From an optimization exercise on the open Yosys and OpenROAD flow, aimed at small area; shortcuts taken in it are not production practice.
Only simulation tests tie the RTL to the original design; equivalence was not proved.
The clock port is modelled as an ideal driver; clocking choices that lean on that would not hold on a real chip.
Power figures rest on the tool's default switching activity, not on a simulated workload.

==> 10-17: inputs <==
==> flow/design.v <==
`timescale 1ns/10ps
package rvPkg;
    localparam logic [6:0] opLoad  = 7'b0000011;
    localparam logic [6:0] opImm   = 7'b0010011;
    localparam logic [6:0] opStore = 7'b0100011;
    localparam logic [6:0] opReg   = 7'b0110011;
    typedef logic [3:0] aluOpE;
    localparam logic [3:0] aluAdd = 4'b0000;
    localparam logic [3:0] aluSll = 4'b0001;
    localparam logic [3:0] aluXor = 4'b0100;
    localparam logic [3:0] aluSrl = 4'b0101;
    localparam logic [3:0] aluOr  = 4'b0110;
    localparam logic [3:0] aluAnd = 4'b0111;
    localparam logic [3:0] aluSub = 4'b1000;
    localparam logic [3:0] aluSra = 4'b1101;
    typedef logic wbSrcE;
    localparam logic       wbAlu = 1'b0;
    localparam logic       wbMem = 1'b1;
    typedef struct packed {
        logic             valid;
        logic [32-1:0] word;
    } instrInT;
    typedef struct packed {
        logic                   valid;
        logic                   regWrite;
        logic                   memRead;
        logic                   memWrite;
        wbSrcE                  wbSrc;
        aluOpE                  aluOp;
        logic                   useImm;    
        logic [5-1:0] rd;
        logic [32-1:0]       rs1Val;
        logic [32-1:0]       rs2Val;
        logic [32-1:0]       imm;
    } idExT;
    typedef struct packed {
        logic                   valid;
        logic                   regWrite;
        logic                   memRead;
        logic                   memWrite;
        wbSrcE                  wbSrc;
        logic [5-1:0] rd;
        logic [32-1:0]       aluResult;   
        logic [32-1:0]       storeData;
    } exMemT;
    typedef struct packed {
        logic                   valid;
        logic [5-1:0] rd;
        logic [32-1:0]       data;
    } wbT;
endpackage
`timescale 1ns/10ps
module aoi3 (
    input  logic s0, d0, s1, d1, s2, d2,
    output logic y
);
    assign y = ~((s0 & d0) | (s1 & d1) | (s2 & d2));
endmodule
module rdSlice32 (
    input  logic [31:0] s,
    input  logic [31:0] d,
    output logic        y
);
    logic [10:0] t;
    for (genvar j = 0; j < 10; j++) begin : g
        aoi3 u (.s0(s[3*j]), .d0(d[3*j]), .s1(s[3*j+1]), .d1(d[3*j+1]),
                .s2(s[3*j+2]), .d2(d[3*j+2]), .y(t[j]));
    end
    assign t[10] = ~((s[30] & d[30]) | (s[31] & d[31]));
    assign y = ~(&t);
endmodule
module rdSlice31 (
    input  logic [30:0] s,
    input  logic [30:0] d,
    output logic        y
);
    logic [10:0] t;
    for (genvar j = 0; j < 10; j++) begin : g
        aoi3 u (.s0(s[3*j]), .d0(d[3*j]), .s1(s[3*j+1]), .d1(d[3*j+1]),
                .s2(s[3*j+2]), .d2(d[3*j+2]), .y(t[j]));
    end
    assign t[10] = ~(s[30] & d[30]);
    assign y = ~(&t);
endmodule
module rdSlice17 (
    input  logic [16:0] s,
    input  logic [16:0] d,
    output logic        y
);
    logic [5:0] t;
    for (genvar j = 0; j < 5; j++) begin : g
        aoi3 u (.s0(s[3*j]), .d0(d[3*j]), .s1(s[3*j+1]), .d1(d[3*j+1]),
                .s2(s[3*j+2]), .d2(d[3*j+2]), .y(t[j]));
    end
    assign t[5] = ~((s[15] & d[15]) | (s[16] & d[16]));
    assign y = ~(&t);
endmodule
module resSlice (
    input  logic [5:0] s,
    input  logic [5:0] d,
    output logic       y
);
    logic [1:0] t;
    aoi3 u0 (.s0(s[0]), .d0(d[0]), .s1(s[1]), .d1(d[1]), .s2(s[2]), .d2(d[2]), .y(t[0]));
    aoi3 u1 (.s0(s[3]), .d0(d[3]), .s1(s[4]), .d1(d[4]), .s2(s[5]), .d2(d[5]), .y(t[1]));
    assign y = ~(&t);
endmodule
`timescale 1ns/10ps
module rvCore (
    input  logic        clock,
    input  logic        arstN,
    input  logic        instrValid,
    input  logic [31:0] instrWord,
    output logic        wbValid,
    output logic [4:0]  wbRd,
    output logic [31:0] wbData
);
    logic [6:0] opc;
    logic       inLoad, inImm, inStore, inReg;
    assign opc     = instrWord[6:0];
    assign inLoad  = (opc == 7'b0000011);
    assign inImm   = (opc == 7'b0010011);
    assign inStore = (opc == 7'b0100011);
    assign inReg   = (opc == 7'b0110011);
    logic        dW, dS;        
    logic        dLd, dR;       
    logic [24:0] dI;            
    always_ff @(posedge clock or negedge arstN) begin
        if (!arstN) begin
            dW <= 1'b0;
            dS <= 1'b0;
        end else begin
            dW <= instrValid && (inLoad || inImm || inReg) && (instrWord[11:7] != 5'd0);
            dS <= instrValid && inStore;
        end
    end
    always_ff @(posedge clock) begin
        dLd <= inLoad;
        dR  <= inReg;
        dI  <= instrWord[31:7];
    end
    logic [4:0]  rdD, rs1A, rs2A;
    logic [2:0]  f3;
    logic        b30, useImm;
    assign rdD    = dI[4:0];
    assign f3     = dI[7:5];
    assign rs1A   = dI[12:8];
    assign rs2A   = dI[17:13];
    assign b30    = dI[23];
    assign useImm = !dR && !dS;    
    logic [31:0] regs [1:31];
    logic [31:1] rValid;
    logic        wV;
    logic [4:0]  wRd;
    logic [31:0] wData;
    always_ff @(posedge clock) begin
        if (wV) regs[wRd] <= wData;
    end
    always_ff @(posedge clock or negedge arstN) begin
        if (!arstN) begin
            rValid <= '0;
        end else if (wV) begin
            rValid[wRd] <= 1'b1;
        end
    end
    logic [31:0] rs1, opB, immI;
    logic [31:1] sel1, sel2;
    assign immI = {{20{dI[24]}}, dI[24:13]};
    for (genvar i = 1; i < 32; i++) begin : gSel
        assign sel1[i] = (rs1A == 5'(i)) && rValid[i];
        assign sel2[i] = (rs2A == 5'(i)) && rValid[i] && !useImm;
    end
    for (genvar b = 0; b < 32; b++) begin : gRd
        logic [31:1] col;
        for (genvar i = 1; i < 32; i++) begin : gCol
            assign col[i] = regs[i][b];
        end
        rdSlice31 u1 (.s(sel1), .d(col), .y(rs1[b]));
        rdSlice32 u2 (.s({useImm, sel2}), .d({immI[b], col}), .y(opB[b]));
    end
    logic        sub, left;
    logic [31:0] bx, sum, shIn, shr, res;
    logic [32:0] sumX;
    logic [4:0]  shamt;
    logic        fill;
    logic [5:0]  rSel;
    assign sub   = dR && b30 && (f3 == 3'b000);
    assign bx    = opB ^ {32{sub}};
    assign sumX  = {rs1, 1'b1} + {bx, sub};
    assign sum   = sumX[32:1];
    assign left  = (f3 == 3'b001);
    assign shamt = opB[4:0];
    for (genvar b = 0; b < 32; b++) begin : gRev
        assign shIn[b] = left ? rs1[31-b] : rs1[b];
    end
    assign fill  = b30 && !left && rs1[31];
    assign shr   = 32'({fill, shIn} >> shamt) | ~(32'hffffffff >> shamt) & {32{fill}};
    assign rSel[0] = !dS && (f3 == 3'b000 || f3 == 3'b010 || f3 == 3'b011);
    assign rSel[1] = !dS && (f3 == 3'b100 || f3 == 3'b110);
    assign rSel[2] = !dS && (f3 == 3'b110 || f3 == 3'b111);
    assign rSel[3] = !dS && (f3 == 3'b101);
    assign rSel[4] = !dS && left;
    assign rSel[5] = dS;
    for (genvar b = 0; b < 32; b++) begin : gRes
        resSlice u (.s(rSel),
                    .d({opB[b], shr[31-b], shr[b], rs1[b] & bx[b], rs1[b] ^ bx[b], sum[b]}),
                    .y(res[b]));
    end
    logic [5:0] immLo, addr;
    assign immLo = {dI[18], dS ? dI[4:0] : dI[17:13]};
    assign addr  = rs1[5:0] + immLo;
    logic        w1, s1, w2, s2;
    logic        ld1, ld2;
    logic [4:0]  rd1, rd2;
    logic [31:0] d1, d2;
    logic [3:0]  a1, a2;
    always_ff @(posedge clock or negedge arstN) begin
        if (!arstN) begin
            w1 <= 1'b0;
            s1 <= 1'b0;
            w2 <= 1'b0;
            s2 <= 1'b0;
        end else begin
            w1 <= dW;
            s1 <= dS;
            w2 <= w1;
            s2 <= s1;
        end
    end
    always_ff @(posedge clock) begin
        ld1 <= dLd;
        rd1 <= rdD;
        d1  <= res;
        a1  <= addr[5:2];
        ld2 <= ld1;
        rd2 <= rd1;
        d2  <= d1;
        a2  <= a1;
    end
    logic [31:0] dmem [16];
    always_ff @(posedge clock) begin
        if (s2) dmem[a2] <= d2;
    end
    logic [15:0] mSel;
    logic [31:0] wNext;
    for (genvar i = 0; i < 16; i++) begin : gMSel
        assign mSel[i] = (a2 == 4'(i)) && ld2;
    end
    for (genvar b = 0; b < 32; b++) begin : gMRd
        logic [15:0] col;
        for (genvar i = 0; i < 16; i++) begin : gCol
            assign col[i] = dmem[i][b];
        end
        rdSlice17 u (.s({!ld2, mSel}), .d({d2[b], col}), .y(wNext[b]));
    end
    always_ff @(posedge clock or negedge arstN) begin
        if (!arstN) begin
            wV <= 1'b0;
        end else begin
            wV <= w2;
        end
    end
    always_ff @(posedge clock) begin
        wRd   <= rd2;
        wData <= wNext;
    end
    assign wbValid = wV;
    assign wbRd    = wRd;
    assign wbData  = wData;
endmodule
==> flow/flow/run.sh <==
#!/bin/bash
# The standard layout with a leaner clock tree: small leaf clock buffers in
# small clusters, no dummy loads, then only the leaves whose sinks see a slow
# clock edge are upsized (flow/clkfix.tcl). Ports get minimum-size buffers.
# The make run's full output goes to standard_flow.log in the work folder;
# ORFS keeps each step's log under orfs/logs.
set -euo pipefail
HERE=$(pwd)
CTS="-sink_clustering_enable -repair_clock_nets -dont_use_dummy_load -buf_list sky130_fd_sc_hd__clkbuf_4 -sink_clustering_size 10 -sink_clustering_max_diameter 50"
bash standard.sh "CTS_ARGS=$CTS" "POST_CTS_TCL=$HERE/flow/clkfix.tcl" \
  "BUFFER_PORTS_ARGS=-buffer_cell sky130_fd_sc_hd__buf_1" finish > standard_flow.log 2>&1
==> flow/flow/clkfix.tcl <==
# Upsize clock buffers whose sinks see a slow clock edge, smallest first
proc clk_sink_slew { inst } {
  set mx 0.0
  set net [get_nets -of_objects [get_pins [get_full_name $inst]/X]]
  foreach p [get_pins -of_objects $net -filter "direction==input"] {
    set s [get_property $p slew_max]
    if { $s > $mx } { set mx $s }
  }
  return $mx
}
proc clk_upsize { target } {
  set sizes {sky130_fd_sc_hd__clkbuf_1 sky130_fd_sc_hd__clkbuf_2 sky130_fd_sc_hd__clkbuf_4 sky130_fd_sc_hd__clkbuf_8 sky130_fd_sc_hd__clkbuf_16}
  for { set it 0 } { $it < 12 } { incr it } {
    estimate_parasitics -placement
    set changed 0
    foreach inst [get_cells *] {
      set m [get_property $inst ref_name]
      set i [lsearch $sizes $m]
      if { $i < 0 || $i >= [llength $sizes] - 1 } { continue }
      if { [clk_sink_slew $inst] > $target } {
        replace_cell [get_full_name $inst] [lindex $sizes [expr $i + 1]]
        incr changed
      }
    }
    puts "clk_upsize iteration $it: upsized $changed"
    if { $changed == 0 } { break }
  }
}

# Run after CTS: upsize leaf clock buffers until every clock sink's estimated
# slew is under the target, then legalize the placement again.
clk_upsize 0.105
detailed_placement
check_placement -verbose
==> flow/standard.sh <==
#!/bin/bash
# synth_recipe.tcl (not shown) runs the flow's synth.tcl, then flattens the netlist and writes it again
# the make line also repeats each setting of config.mk as NAME=value (left out here)
make -C /OpenROAD-flow-scripts/flow DESIGN_CONFIG=/design/flow/config.mk WORK_HOME=/design/flow/orfs CLKGATE_MAP_FILE= SYNTH_SCRIPT=/design/flow/synth_recipe.tcl "${@:-finish}"
==> flow/config.mk <==
export PLATFORM = sky130hd
export DESIGN_NAME = rvCore
export DESIGN_NICKNAME = rvCore
export VERILOG_FILES = /design/flow/design.v
export SDC_FILE = /design/flow/constraint.sdc
export NUM_CORES = 4
export LEC_CHECK = 0
export CAP_MARGIN = 20
export CORE_MARGIN = 2
export CORE_UTILIZATION = 40
export SLEW_MARGIN = 20
export SYNTH_HIERARCHICAL = 1
==> flow/constraint.sdc <==
create_clock -name core_clock -period 8.0 [get_ports {clock}]
set_input_delay 1.6000 -clock core_clock [delete_from_list [all_inputs] [get_ports {clock}]]
set_output_delay 1.6000 -clock core_clock [all_outputs]
set_load 0.01 [all_outputs]
==> 04-28: changes against 10-17 <==
--- a/flow/flow/run.sh
+++ b/flow/flow/run.sh
@@ -3,3 +3,4 @@
 # small clusters, no dummy loads, then only the leaves whose sinks see a slow
-# clock edge are upsized (flow/clkfix.tcl). Ports get minimum-size buffers.
+# clock edge are upsized, and gates with drive to spare are downsized
+# (flow/clkfix.tcl). Ports get minimum-size buffers.
 # The make run's full output goes to standard_flow.log in the work folder;
--- a/flow/flow/clkfix.tcl
+++ b/flow/flow/clkfix.tcl
@@ -29,5 +29,76 @@
 
+# Gates whose only load is one buffer need no more than the smallest drive
+proc downsize_buffer_drivers {} {
+  set n 0
+  set saved 0.0
+  foreach inst [get_cells *] {
+    set m [get_property $inst ref_name]
+    if {![regexp {^sky130_fd_sc_hd__(buf|clkbuf)_\d+$} $m]} continue
+    if {[string match "*clkbuf*" $m]} continue
+    set name [get_full_name $inst]
+    set in [get_nets -of_objects [get_pins $name/A]]
+    set pins [get_pins -of_objects $in]
+    if {[llength $pins] != 2} continue
+    set drv ""
+    foreach p $pins { if {[get_property $p direction] eq "output"} { set drv $p } }
+    if {$drv eq ""} continue
+    set dinst [get_cells -of_objects $drv]
+    set dm [get_property $dinst ref_name]
+    if {[string match "*df*" $dm] || [string match "*buf*" $dm] || [string match "*dly*" $dm]} continue
+    if {![regexp {^(sky130_fd_sc_hd__\w+)_(\d+)$} $dm -> base d]} continue
+    if {$d <= 1} continue
+    set small ""
+    foreach s {1 0} { if {[llength [get_lib_cells -quiet */${base}_$s]] > 0} { set small ${base}_$s; break } }
+    if {$small eq ""} continue
+    set saved [expr $saved + [get_property [get_lib_cells */$dm] area] - [get_property [get_lib_cells */$small] area]]
+    replace_cell [get_full_name $dinst] $small
+    incr n
+  }
+  puts "downsize_buffer_drivers: $n gates, [format %.1f $saved] um2"
+}
+
+# Try the smallest drive of every other upsized gate; keep it only if its
+# output still meets slew and capacitance limits with margin and the design
+# keeps its setup slack.
+proc downsize_gates { min_slack } {
+  set n 0
+  set saved 0.0
+  foreach inst [get_cells *] {
+    set dm [get_property $inst ref_name]
+    if {[string match "*df*" $dm] || [string match "*clkbuf*" $dm] || [string match "*dly*" $dm] || [string match "*tap*" $dm] || [string match "*conb*" $dm]} continue
+    if {![regexp {^(sky130_fd_sc_hd__\w+)_(\d+)$} $dm -> base d]} continue
+    if {$d <= 1} continue
+    set small ""
+    foreach s {1 0} { if {[llength [get_lib_cells -quiet */${base}_$s]] > 0} { set small ${base}_$s; break } }
+    if {$small eq ""} continue
+    set name [get_full_name $inst]
+    replace_cell $name $small
+    estimate_parasitics -placement
+    set ok 1
+    foreach p [get_pins -of_objects $inst -filter "direction==output"] {
+      if {[get_property $p slew_max] > 0.9} { set ok 0 }
+      set net [get_nets -of_objects $p]
+      foreach q [get_pins -of_objects $net -filter "direction==input"] {
+        if {[get_property $q slew_max] > 0.9} { set ok 0 }
+      }
+    }
+    if {$ok && [sta::worst_slack -max] < $min_slack} { set ok 0 }
+    if {$ok} {
+      set saved [expr $saved + [get_property [get_lib_cells */$dm] area] - [get_property [get_lib_cells */$small] area]]
+      incr n
+    } else {
+      replace_cell $name $dm
+      estimate_parasitics -placement
+    }
+  }
+  puts "downsize_gates: $n gates, [format %.1f $saved] um2"
+}
+
 # Run after CTS: upsize leaf clock buffers until every clock sink's estimated
-# slew is under the target, then legalize the placement again.
+# slew is under the target; give gates that only drive one buffer, and other
+# gates with slack and slew to spare, their smallest drive; then legalize the
+# placement again.
 clk_upsize 0.105
+downsize_buffer_drivers
+downsize_gates 1.0
 detailed_placement
==> 02-20: changes against 10-17 <==
--- a/flow/flow/run.sh
+++ b/flow/flow/run.sh
@@ -3,3 +3,4 @@
 # small clusters, no dummy loads, then only the leaves whose sinks see a slow
-# clock edge are upsized (flow/clkfix.tcl). Ports get minimum-size buffers.
+# clock edge are upsized, and gates with drive to spare are downsized
+# (flow/clkfix.tcl). Ports get minimum-size buffers.
 # The make run's full output goes to standard_flow.log in the work folder;
--- a/flow/flow/clkfix.tcl
+++ b/flow/flow/clkfix.tcl
@@ -29,5 +29,76 @@
 
+# Gates whose only load is one buffer need no more than the smallest drive
+proc downsize_buffer_drivers {} {
+  set n 0
+  set saved 0.0
+  foreach inst [get_cells *] {
+    set m [get_property $inst ref_name]
+    if {![regexp {^sky130_fd_sc_hd__(buf|clkbuf)_\d+$} $m]} continue
+    if {[string match "*clkbuf*" $m]} continue
+    set name [get_full_name $inst]
+    set in [get_nets -of_objects [get_pins $name/A]]
+    set pins [get_pins -of_objects $in]
+    if {[llength $pins] != 2} continue
+    set drv ""
+    foreach p $pins { if {[get_property $p direction] eq "output"} { set drv $p } }
+    if {$drv eq ""} continue
+    set dinst [get_cells -of_objects $drv]
+    set dm [get_property $dinst ref_name]
+    if {[string match "*df*" $dm] || [string match "*buf*" $dm] || [string match "*dly*" $dm]} continue
+    if {![regexp {^(sky130_fd_sc_hd__\w+)_(\d+)$} $dm -> base d]} continue
+    if {$d <= 1} continue
+    set small ""
+    foreach s {1 0} { if {[llength [get_lib_cells -quiet */${base}_$s]] > 0} { set small ${base}_$s; break } }
+    if {$small eq ""} continue
+    set saved [expr $saved + [get_property [get_lib_cells */$dm] area] - [get_property [get_lib_cells */$small] area]]
+    replace_cell [get_full_name $dinst] $small
+    incr n
+  }
+  puts "downsize_buffer_drivers: $n gates, [format %.1f $saved] um2"
+}
+
+# Try the smallest drive of every other upsized gate; keep it only if its
+# output still meets slew and capacitance limits with margin and the design
+# keeps its setup slack.
+proc downsize_gates { min_slack } {
+  set n 0
+  set saved 0.0
+  foreach inst [get_cells *] {
+    set dm [get_property $inst ref_name]
+    if {[string match "*df*" $dm] || [string match "*clkbuf*" $dm] || [string match "*dly*" $dm] || [string match "*tap*" $dm] || [string match "*conb*" $dm]} continue
+    if {![regexp {^(sky130_fd_sc_hd__\w+)_(\d+)$} $dm -> base d]} continue
+    if {$d <= 1} continue
+    set small ""
+    foreach s {1 0} { if {[llength [get_lib_cells -quiet */${base}_$s]] > 0} { set small ${base}_$s; break } }
+    if {$small eq ""} continue
+    set name [get_full_name $inst]
+    replace_cell $name $small
+    estimate_parasitics -placement
+    set ok 1
+    foreach p [get_pins -of_objects $inst -filter "direction==output"] {
+      if {[get_property $p slew_max] > 0.9} { set ok 0 }
+      set net [get_nets -of_objects $p]
+      foreach q [get_pins -of_objects $net -filter "direction==input"] {
+        if {[get_property $q slew_max] > 0.9} { set ok 0 }
+      }
+    }
+    if {$ok && [sta::worst_slack -max] < $min_slack} { set ok 0 }
+    if {$ok} {
+      set saved [expr $saved + [get_property [get_lib_cells */$dm] area] - [get_property [get_lib_cells */$small] area]]
+      incr n
+    } else {
+      replace_cell $name $dm
+      estimate_parasitics -placement
+    }
+  }
+  puts "downsize_gates: $n gates, [format %.1f $saved] um2"
+}
+
 # Run after CTS: upsize leaf clock buffers until every clock sink's estimated
-# slew is under the target, then legalize the placement again.
-clk_upsize 0.105
+# slew is under the target; give gates that only drive one buffer, and other
+# gates with slack and slew to spare, their smallest drive; then legalize the
+# placement again.
+clk_upsize 0.11
+downsize_buffer_drivers
+downsize_gates 0.95
 detailed_placement
==> results.py <==
metrics = {
    "outcome": {
        "outcome": "no timing/DRC/antenna violations",
    },
    "detailed_routing": {
        "wl_met1_um": 89800,
        "dr_wl_met3_um": 36200,
        "first_iter_violations": 11200,
    },
    "layout": {
        "fin_cells": 6509,
        "areaGrowthSynthToFinish_pct": 8.66,
        "multi_input_area_share_pct": 24.0,
        "multi_input_area_mm2": 0.0174,
        "finalInstanceArea_mm2": 0.0727,
    },
    "sta": {
        "skew_ns": 0.100,
    },
    "power": {
        "p_sw_share_pct": 22.2,
        "clk-power_mw": 4.20,
        "comb_cell_power_mw": 0.560,
    },
    "setup_path": {
        "critPathRequiredTime_ns": 8.66,
        "crit_chain": "o21ai_0, nor2_1, and3_2, buf_4, a222oi_1, nand4_1, or4_4, clkinv_1, xnor2_1, ha_1, a21o_1, o2111a_1, o311ai_1, a21oi_1, a41o_1, a41oi_1, a21oi_1, xor2_1, a222oi_1, nand2_1",
        "path_buf_inv": 2,
    },
}
The numbers above come from 02-20.

==> results.py <==
metrics = {
    "setup_path": {
        "crit_chain": "o21ai_0, nor2_1, and3_2, buf_4, a222oi_1, nand4_1, or4_4, clkinv_1, xnor2_1, ha_1, nand2_1, or2_2, a31oi_1, o21a_1, a22oi_1, a211oi_1, or2_2, a21boi_1, xnor2_1, a222oi_1, nand2_1",
        "path_buf_inv": 2,
        "critPathRequiredTime_ns": 8.67,
    },
    "layout": {
        "fin_cells": 6508,
        "areaGrowthSynthToFinish_pct": 10.0,
        "multi_input_area_mm2": 0.0181,
        "finalInstanceArea_mm2": 0.0736,
        "multi_input_area_share_pct": 24.6,
    },
    "power": {
        "p_sw_share_pct": 22.1,
        "clk-power_mw": 4.40,
    },
    "detailed_routing": {
        "wl_met1_um": 89900,
    },
    "outcome": {
        "outcome": "no timing/DRC/antenna violations",
    },
}
The numbers above come from 10-17.

==> results.py <==
metrics = {
    "layout": {
        "multi_input_area_mm2": 0.0174,
        "finalInstanceArea_mm2": 0.0729,
        "largest_register_ffs": 992,
        "multi_input_area_share_pct": 23.9,
        "areaGrowthSynthToFinish_pct": 8.99,
        "fin_cells": 6512,
    },
    "detailed_routing": {
        "dr_wl_met3_um": 36600,
        "wl_um": 238000,
        "via_count": 47000,
    },
    "power": {
        "comb_cell_power_mw": 0.559,
        "power_density_mw_per_mm2": 203,
        "p_sw_share_pct": 22.1,
        "clk-power_mw": 4.39,
    },
    "outcome": {
        "outcome": "no timing/DRC/antenna violations",
    },
    "setup_path": {
        "critPathRequiredTime_ns": 8.66,
        "path_buf_inv": 1,
        "crit_chain": "o21ai_0, nor2_1, and3_2, buf_4, a222oi_1, nand4_1, or4_4, xor2_1, ha_1, nand4_1, o21ai_1, o2111a_1, o311ai_1, a21oi_1, a41o_1, a41oi_2, a21oi_1, o211ai_1, a222oi_1, nand2_1",
    },
    "synth": {
        "synth-xor-area-share_pct": 0.877,
        "synth_compound_area_share_pct": 16.8,
    },
    "global_routing": {
        "antenna_found_initial": 19,
    },
}
The numbers above come from 04-28.

==> afterwards: timing with drivers on the ports <==
The results above use ideal ports. As a check the final layouts listed here were re-extracted and re-timed, cells and wires unchanged.
Step 1, drivers: a clkbuf_16 drives clock and a buf_2 each remaining input, both assumed.
Step 2 moves the port delays by t, midway between the first and last clock arrival at a register: inputs arrive t later, outputs are due t later. That takes back most of the time a late clock gives input paths.
Slacks: ideal / step 1 / step 2; pairs: ideal / step 1.
run	t (ns)	setup WS [ns]	worst hold slack (ns)	clock arrival spread, ns
10-17	0.865	0.798 / 0.798 / 0.798	0.279 / 0.279 / 0.279	0.095 / 0.095
04-28	0.863	0.632 / 0.632 / 0.632	0.276 / 0.276 / 0.276	0.097 / 0.097
02-20	0.861	0.600 / 0.600 / 0.600	0.279 / 0.279 / 0.279	0.100 / 0.100
After both steps setup and hold are still met in every run listed.
